Background: an optimization exercise with open tools, aiming at small area, a short achievable clock period and few clock cycles. Do not read the settings as production practice.
Where RTL was checked, it was by simulation tests only, not by an equivalence proof against the original.
Power figures rest on the tool's default switching activity, not on a simulated workload.

Setup of middle:
Design evs_finder_top, start of the top module:
module evs_finder_top (
  input  logic        clk,
  input  logic        reset,
  input  logic        cmd_start,
  input  logic [2:0]  cmd_op,
  input  logic [41:0] cmd_adr_target,
  input  logic [41:0] cmd_adr_search,
  input  logic [9:0]  cmd_threshold,
  input  logic [9:0]  cmd_wait_cycles,
  input  logic [3:0]  cmd_evs_wanted,
  input  logic [15:0] cmd_guess_limit,
  input  logic        cmd_large_page,
  output logic        mem_req_valid,
  output logic        mem_req_write,
  output logic [41:0] mem_req_addr,
  input  logic        mem_ack,
  input  logic [3:0]  evs_rd_index,
  output logic        op_done,
  output logic [9:0]  op_timing,
  output logic [3:0]  evs_count,
  output logic [41:0] evs_rd_data
);
export LEC_CHECK = 0
export CAP_MARGIN = 20
export CORE_MARGIN = 2
export CORE_UTILIZATION = 60
export SETUP_SLACK_MARGIN = 2.6
export SLEW_MARGIN = 20
create_clock -name core_clock -period 5.0 [get_ports {clk}]
standard.sh (not shown) runs the stock make flow with config.mk's settings and CLKGATE_MAP_FILE= SYNTH_SCRIPT=/design/flow/synth_recipe.tcl, a recipe that flattens the netlist after the stock synthesis.
==> flow/flow/run.sh <==
#!/bin/bash
# The standard layout, with the smallest buffer on every port instead of the
# delay-cell buffer buffer_ports picks by default. The timing repair may still
# upsize any port buffer on a critical path.
set -euo pipefail
export BUFFER_PORTS_ARGS="-buffer_cell sky130_fd_sc_hd__buf_1"
bash standard.sh > standard_flow.log 2>&1
Testbench counts of middle, summed over its fixed seeds: cycles 144,010.
> inputs changed (middle -> south)
-- flow/design.v --
<<< middle, line 31
  logic [25:0] base_hi;      
  logic [4:0]  base_lo;      
  logic [15:0] rem;          
  logic        rem_0;        
  logic [9:0]  thr_m1;       
  logic        thr_le1;      
  logic [9:0]  wait_m1;      
  logic        wait_0;       
  logic [3:0]  need_q;       
  logic        large_q;
>>> south, line 31
  logic [25:0] base_hi;      
  logic [4:0]  base_lo;      
  logic [15:0] end_q;        
  logic [9:0]  thr_q;
  logic [9:0]  wait_q;
  logic [3:0]  need_q;       
  logic        large_q;
<<< middle, line 57
  logic        launch;       
  logic        at_limit;
  logic        wait_hit;     
  logic        rt_ack;
  logic        found;
  logic        rt_done;
  logic [9:0]  lat_inc;
  logic [15:0] rb_m;
  logic [16:0] g_inc;
>>> south, line 54
  logic        launch;       
  logic        at_limit;
  logic        wait_hit;
  logic        rt_ack;
  logic        found;
  logic        rt_done;
  logic [9:0]  lat_inc;
  logic [16:0] rb_g;
  logic [15:0] rb_m;
  logic [16:0] g_inc;
<<< middle, line 70
  logic [41:0] gaddr;
  logic [15:0] srch_mid;
  assign at_limit = rem_0;
  assign rt_ack   = waitack && mem_ack && (kind == evs_pkg::K_RT);
  assign found    = rt_ack && slow;
>>> south, line 68
  logic [41:0] gaddr;
  logic [15:0] srch_mid;
  assign at_limit = (g[15:0] == end_q);
  assign wait_hit = ((is_wb ? g[9:0] : lat) == wait_q);
  assign rt_ack   = waitack && mem_ack && (kind == evs_pkg::K_RT);
  assign found    = rt_ack && slow;
<<< middle, line 76
  assign lat_inc  = (lat == 10'h3FF) ? lat : lat + 10'd1;
  assign g_inc    = {g[16] | g_full, g[15:0] + 16'd1};
  logic [3:0]  sel_idx;
  logic [16:0] busy_g;
  assign busy_g  = (kind == evs_pkg::K_RT) ? g_inc : g;
  assign sel_idx = evs_rd_index | {4{!idle}};
  always_comb begin
    for (int j = 0; j < 4; j++) begin
      case (sel_idx[1:0])
        2'd0: rb_grp[j] = slot[4*j];
        2'd1: rb_grp[j] = slot[4*j+1];
        2'd2: rb_grp[j] = slot[4*j+2];
        default: rb_grp[j] = (j == 3) ? busy_g[15:0] : slot[4*j+3];
      endcase
    end
    rb_m = rb_grp[sel_idx[3:2]];
  end
  assign sel_g = {idle ? (evs_rd_index >= wr_lo) : busy_g[16], rb_m};
  assign hi_p1 = base_hi + (large_q ? 26'd1 : 26'd32);
  assign hi_sel = sel_g[16] ? hi_p1 : base_hi;
  assign gaddr[41:21] = hi_sel[25:5];
>>> south, line 75
  assign lat_inc  = (lat == 10'h3FF) ? lat : lat + 10'd1;
  assign g_inc    = {g[16] | g_full, g[15:0] + 16'd1};
  always_comb begin
    for (int j = 0; j < 4; j++) begin
      case (evs_rd_index[1:0])
        2'd0: rb_grp[j] = slot[4*j];
        2'd1: rb_grp[j] = slot[4*j+1];
        2'd2: rb_grp[j] = slot[4*j+2];
        default: rb_grp[j] = (j == 3) ? slot[14] : slot[4*j+3];
      endcase
    end
    rb_m = rb_grp[evs_rd_index[3:2]];
    rb_g = {evs_rd_index >= wr_lo, rb_m};
  end
  assign hi_p1 = base_hi + (large_q ? 26'd1 : 26'd32);
  assign sel_g  = idle ? rb_g : ((kind == evs_pkg::K_RT) ? g_inc : g);
  assign hi_sel = sel_g[16] ? hi_p1 : base_hi;
  assign gaddr[41:21] = hi_sel[25:5];
<<< middle, line 104
      base_hi  <= cmd_adr_search[41:16];
      base_lo  <= cmd_adr_search[4:0];
      thr_m1   <= cmd_threshold - 10'd1;
      thr_le1  <= (cmd_threshold <= 10'd1);
      wait_m1  <= cmd_wait_cycles - 10'd1;
      wait_0   <= (cmd_wait_cycles == 10'd0);
      need_q   <= (cmd_evs_wanted == 4'd0) ? 4'd0 : cmd_evs_wanted - 4'd1;
      large_q  <= cmd_large_page;
      is_wb    <= (cmd_op == 3'd2);
    end
  end
>>> south, line 100
      base_hi  <= cmd_adr_search[41:16];
      base_lo  <= cmd_adr_search[4:0];
      end_q    <= cmd_guess_limit;
      thr_q    <= cmd_threshold;
      wait_q   <= cmd_wait_cycles;
      need_q   <= (cmd_evs_wanted == 4'd0) ? 4'd0 : cmd_evs_wanted - 4'd1;
      large_q  <= cmd_large_page;
      is_wb    <= (cmd_op == 3'd2);
    end else if (start) begin
      end_q    <= end_q + g[15:0];   
    end
  end
<<< middle, line 208
               || (rt_ack && !rt_done);
  always_ff @(posedge clk) begin
    slow <= launch ? thr_le1 : (slow || lat == thr_m1);
  end
  always_ff @(posedge clk) begin
    wait_hit <= (waitack && mem_ack) ? wait_0 : ((is_wb ? g[9:0] : lat) == wait_m1);
  end
  always_ff @(posedge clk) begin
    if (idle && cmd_start) begin
      rem   <= cmd_guess_limit;
      rem_0 <= (cmd_guess_limit == 16'd0);
    end else if (rt_ack) begin
      rem   <= rem - 16'd1;
      rem_0 <= (rem == 16'd1);
    end
  end
  always_ff @(posedge clk) begin
>>> south, line 205
               || (rt_ack && !rt_done);
  always_ff @(posedge clk) begin
    slow <= launch ? (thr_q <= 10'd1) : (lat_inc >= thr_q);
  end
  always_ff @(posedge clk) begin
Findings:
The run showing the smaller final design area excluding fillers is middle. Of south and middle, it is south that has the higher critical path data arrival time. Of south and middle, it is south that has the lower average wire per standard cell. The run with more routed wire is middle, not south. Summary: wire length of the first global-routing pass, south better than middle. middle has a higher count of cells along the worst hold path than south. Against middle as the reference, south delivers a lower via count of the first global-routing pass. Going from middle to south, floorplan die area went down; area of combinational cells with multiple inputs went up. When south is set beside middle, its met2 layer wire length in the routed design turns out to be 2.0% larger. On hold slack, middle and south are neck and neck. Instance count after placement with tap cells included, middle and south, higher one = middle. When the final numbers for middle and south were put side by side, the sum of routed wire segments on met1 turned out to be greater in middle. Of middle and south, the run reporting the higher setup slack was middle.
Testbench counts of south, summed over its fixed seeds: cycles 144,010.

---

The RTL this note starts from:
==> flow/design.v <==
package evs_pkg;
  localparam logic [1:0] K_WT  = 2'd0;   
  localparam logic [1:0] K_GW  = 2'd1;   
  localparam logic [1:0] K_RT  = 2'd2;   
  localparam logic [1:0] K_SGL = 2'd3;   
endpackage
`timescale 1ns/1ps
module evs_finder_top (
  input  logic        clk,
  input  logic        reset,
  input  logic        cmd_start,
  input  logic [2:0]  cmd_op,
  input  logic [41:0] cmd_adr_target,
  input  logic [41:0] cmd_adr_search,
  input  logic [9:0]  cmd_threshold,
  input  logic [9:0]  cmd_wait_cycles,
  input  logic [3:0]  cmd_evs_wanted,
  input  logic [15:0] cmd_guess_limit,
  input  logic        cmd_large_page,
  output logic        mem_req_valid,
  output logic        mem_req_write,
  output logic [41:0] mem_req_addr,
  input  logic        mem_ack,
  input  logic [3:0]  evs_rd_index,
  output logic        op_done,
  output logic [9:0]  op_timing,
  output logic [3:0]  evs_count,
  output logic [41:0] evs_rd_data
);
  logic [41:0] target_q;
  logic [25:0] base_hi;      
  logic [4:0]  base_lo;      
  logic [15:0] end_q;        
  logic [9:0]  thr_q;
  logic [9:0]  wait_q;
  logic [3:0]  need_q;       
  logic        large_q;
  logic        idle;         
  logic        start;        
  logic        waitack;      
  logic        waitw;        
  logic        is_wb;        
  logic [1:0]  kind;         
  logic        req_valid;
  logic        req_write;
  logic [9:0]  lat;          
  logic [16:0] g;            
  logic        g_full;       
  logic [3:0]  count;
  logic [15:0] slot [15];
  logic [3:0]  wr_lo;
  logic [41:0] addr_q;
  logic        slow;
  logic        at_limit;
  logic        wait_hit;
  logic        rt_ack;
  logic        found;
  logic        rt_done;
  logic [9:0]  lat_inc;
  logic [16:0] rb_g;
  logic [15:0] rb_m;
  logic [16:0] g_inc;
  logic [16:0] sel_g;
  logic [25:0] hi_p1;
  logic [25:0] hi_sel;
  logic [15:0] rb_grp [4];
  logic [41:0] gaddr;
  logic [15:0] srch_mid;
  assign slow     = (lat >= thr_q);
  assign at_limit = (g[15:0] == end_q);
  assign wait_hit = ((is_wb ? g[9:0] : lat) == wait_q);
  assign rt_ack   = waitack && mem_ack && (kind == evs_pkg::K_RT);
  assign found    = rt_ack && slow;
  assign rt_done  = rt_ack && ((slow && count == need_q) || at_limit);
  assign lat_inc  = (lat == 10'h3FF) ? lat : lat + 10'd1;
  assign g_inc    = {g[16] | g_full, g[15:0] + 16'd1};
  always_comb begin
    for (int j = 0; j < 4; j++) begin
      case (evs_rd_index[1:0])
        2'd0: rb_grp[j] = slot[4*j];
        2'd1: rb_grp[j] = slot[4*j+1];
        2'd2: rb_grp[j] = slot[4*j+2];
        default: rb_grp[j] = (j == 3) ? slot[14] : slot[4*j+3];
      endcase
    end
    rb_m = rb_grp[evs_rd_index[3:2]];
    rb_g = {evs_rd_index >= wr_lo, rb_m};
  end
  assign hi_p1 = base_hi + (large_q ? 26'd1 : 26'd32);
  assign sel_g  = idle ? rb_g : ((kind == evs_pkg::K_RT) ? g_inc : g);
  assign hi_sel = sel_g[16] ? hi_p1 : base_hi;
  assign gaddr[41:21] = hi_sel[25:5];
  assign gaddr[20:16] = large_q ? hi_sel[4:0]  : sel_g[15:11];
  assign gaddr[15:5]  = large_q ? sel_g[15:5] : sel_g[10:0];
  assign gaddr[4:0]   = large_q ? sel_g[4:0]  : base_lo;
  assign srch_mid = cmd_large_page ? cmd_adr_search[15:0] : cmd_adr_search[20:5];
  always_ff @(posedge clk) begin
    if (idle && cmd_start) begin
      target_q <= cmd_adr_target;
      base_hi  <= cmd_adr_search[41:16];
      base_lo  <= cmd_adr_search[4:0];
      end_q    <= srch_mid + cmd_guess_limit;
      thr_q    <= cmd_threshold;
      wait_q   <= cmd_wait_cycles;
      need_q   <= (cmd_evs_wanted == 4'd0) ? 4'd0 : cmd_evs_wanted - 4'd1;
      large_q  <= cmd_large_page;
      is_wb    <= (cmd_op == 3'd2);
    end
  end
  always_ff @(posedge clk) begin
    if (reset) begin
      idle      <= 1'b1;
      start     <= 1'b0;
      waitack   <= 1'b0;
      waitw     <= 1'b0;
      req_valid <= 1'b0;
      lat       <= '0;
      count     <= '0;
    end else begin
      req_valid <= 1'b0;
      if (idle && cmd_start) begin
        count <= '0;
        if (!cmd_op[2]) begin
          idle  <= 1'b0;
          start <= 1'b1;
        end
      end
      if (start) begin
        start     <= 1'b0;
        waitack   <= 1'b1;
        req_valid <= 1'b1;
        lat       <= 10'd1;
      end
      if (waitack) begin
        if (!mem_ack) begin
          lat <= lat_inc;
        end else begin
          case (kind)
            evs_pkg::K_WT, evs_pkg::K_GW: begin
              waitack <= 1'b0;
              waitw   <= 1'b1;
              lat     <= '0;
            end
            evs_pkg::K_RT: begin
              if (found) count <= count + 4'd1;
              if (rt_done) begin
                waitack <= 1'b0;
                idle    <= 1'b1;
              end else begin
                req_valid <= 1'b1;
                lat       <= 10'd1;
              end
            end
            default: begin
              waitack <= 1'b0;
              if (is_wb) waitw <= 1'b1;
              else       idle  <= 1'b1;
            end
          endcase
        end
      end
      if (waitw) begin
        if (wait_hit) begin
          waitw <= 1'b0;
          if (kind == evs_pkg::K_SGL) begin
            idle <= 1'b1;
          end else begin
            waitack   <= 1'b1;
            req_valid <= 1'b1;
            lat       <= 10'd1;
          end
        end else if (!is_wb) begin
          lat <= lat_inc;
        end
      end
    end
  end
  always_ff @(posedge clk) begin
    if (idle && cmd_start) begin
      kind      <= (cmd_op == 3'd0) ? evs_pkg::K_WT : evs_pkg::K_SGL;
      req_write <= (cmd_op != 3'd3);
      g         <= {1'b0, srch_mid};
      g_full    <= &srch_mid;
      wr_lo     <= '0;
    end else if (waitack && mem_ack) begin
      if (kind == evs_pkg::K_WT) kind <= evs_pkg::K_GW;
      if (kind == evs_pkg::K_GW) kind <= evs_pkg::K_RT;
      if (kind == evs_pkg::K_RT) begin
        kind      <= slow ? evs_pkg::K_WT : evs_pkg::K_GW;
        req_write <= 1'b1;
        g         <= g_inc;
        g_full    <= (g[15:0] == 16'hFFFE);
        if (slow && !g[16]) wr_lo <= count + 4'd1;
      end
      if (kind == evs_pkg::K_SGL) g <= '0;
    end else if (waitw) begin
      req_write <= (kind == evs_pkg::K_GW);
      if (is_wb) g <= g_inc;
    end
  end
  always_ff @(posedge clk) begin
    for (int k = 0; k < 15; k++) begin
      if (found && count == 4'(k)) slot[k] <= g[15:0];
    end
  end
  logic addr_tgt;
  assign addr_tgt = !idle && (start
                           || (waitw && kind != evs_pkg::K_GW)
                           || (waitack && kind == evs_pkg::K_RT && slow && mem_ack));
  always_ff @(posedge clk) begin
    addr_q <= addr_tgt ? target_q : gaddr;
  end
  assign op_done       = idle;
  assign op_timing     = lat;
  assign evs_count     = count;
  assign evs_rd_data   = addr_q;
  assign mem_req_valid = req_valid;
  assign mem_req_write = req_write;
  assign mem_req_addr  = addr_q;
endmodule
Settings: LEC_CHECK=0, CAP_MARGIN=20, CORE_MARGIN=2, CORE_UTILIZATION=60, SETUP_SLACK_MARGIN=2.6, SLEW_MARGIN=20; clock period 5.0 ns.
Scripts as last shown in full above: flow/flow/run.sh
The first run went through all stages and came out clean.
Next try:
--- a/flow/design.v
+++ b/flow/design.v
@@ -31,7 +31,9 @@
   logic [25:0] base_hi;      
   logic [4:0]  base_lo;      
-  logic [15:0] end_q;        
-  logic [9:0]  thr_q;
-  logic [9:0]  wait_q;
+  logic [15:0] rem;          
+  logic [9:0]  thr_m1;       
+  logic        thr_le1;      
+  logic [9:0]  wait_m1;      
+  logic        wait_0;       
   logic [3:0]  need_q;       
   logic        large_q;
@@ -51,7 +53,8 @@
   logic [3:0]  wr_lo;
   logic [41:0] addr_q;
-  logic        slow;
+  logic        slow;         
+  logic        launch;       
   logic        at_limit;
-  logic        wait_hit;
+  logic        wait_hit;     
   logic        rt_ack;
   logic        found;
@@ -67,7 +70,5 @@
   logic [41:0] gaddr;
   logic [15:0] srch_mid;
-  assign slow     = (lat >= thr_q);
-  assign at_limit = (g[15:0] == end_q);
-  assign wait_hit = ((is_wb ? g[9:0] : lat) == wait_q);
+  assign at_limit = (rem == 16'd0);
   assign rt_ack   = waitack && mem_ack && (kind == evs_pkg::K_RT);
   assign found    = rt_ack && slow;
@@ -100,7 +101,8 @@
       base_hi  <= cmd_adr_search[41:16];
       base_lo  <= cmd_adr_search[4:0];
-      end_q    <= srch_mid + cmd_guess_limit;
-      thr_q    <= cmd_threshold;
-      wait_q   <= cmd_wait_cycles;
+      thr_m1   <= cmd_threshold - 10'd1;
+      thr_le1  <= (cmd_threshold <= 10'd1);
+      wait_m1  <= cmd_wait_cycles - 10'd1;
+      wait_0   <= (cmd_wait_cycles == 10'd0);
       need_q   <= (cmd_evs_wanted == 4'd0) ? 4'd0 : cmd_evs_wanted - 4'd1;
       large_q  <= cmd_large_page;
@@ -199,4 +201,20 @@
     end
   end
+  assign launch = start
+               || (waitw && wait_hit && kind != evs_pkg::K_SGL)
+               || (rt_ack && !rt_done);
+  always_ff @(posedge clk) begin
+    slow <= launch ? thr_le1 : (slow || lat == thr_m1);
+  end
+  always_ff @(posedge clk) begin
+    wait_hit <= (waitack && mem_ack) ? wait_0 : ((is_wb ? g[9:0] : lat) == wait_m1);
+  end
+  always_ff @(posedge clk) begin
+    if (idle && cmd_start) begin
+      rem <= cmd_guess_limit;
+    end else if (rt_ack) begin
+      rem <= rem - 16'd1;
+    end
+  end
   always_ff @(posedge clk) begin
     for (int k = 0; k < 15; k++) begin
What happened: Worst hold slack gets worse by 0.022 ns; routed wire length went down by a few percent; power came out lower slightly; cell area shrinks by a little under a tenth; critical path depth falls by 7; final cell count fell slightly; core utilization drops by 5.4 points.
Function was not checked in any run of this note: the RTL went through the layout flow alone.

[what the ideal ports hide]
In the flow no input, the clock included, has a driving cell. The finished layouts below were timed again as built, in two steps. Step 1, drivers: a clkbuf_16 drives clk and a buf_2 each remaining input, both assumed. Step 2, shift: input delay + t, output delay - t, t = (earliest + latest rising clock arrival at the registers) / 2. This alone moves slack from input paths to output paths. a / b / c = ideal / step 1 / step 2; a / b = the first two.
run | t, ns | slack for setup (ns) | latest minus earliest clock arrival (ns) | slew at the worst register clock pin (ns) | worst slew at a driven data input, ns
middle | 0.609 | 2.554 / 2.423 / 1.814 | 0.019 / 0.019 | 0.07 / 0.07 | 0.19
south | 0.603 | 2.192 / 2.192 / 1.875 | 0.016 / 0.017 | 0.07 / 0.07 | 0.08
the first run of note 2 | 0.614 | 2.104 / 2.108 / 1.494 | 0.022 / 0.022 | 0.06 / 0.06 | 0.15
the second run of note 2 | 0.625 | 2.447 / 2.447 / 1.942 | 0.021 / 0.021 | 0.06 / 0.06 | 0.11
After both steps setup and hold are still met in every run listed. For middle, which loses most, drivers alone change the setup slack by -0.131 ns; drivers and shift together by -0.740 ns.
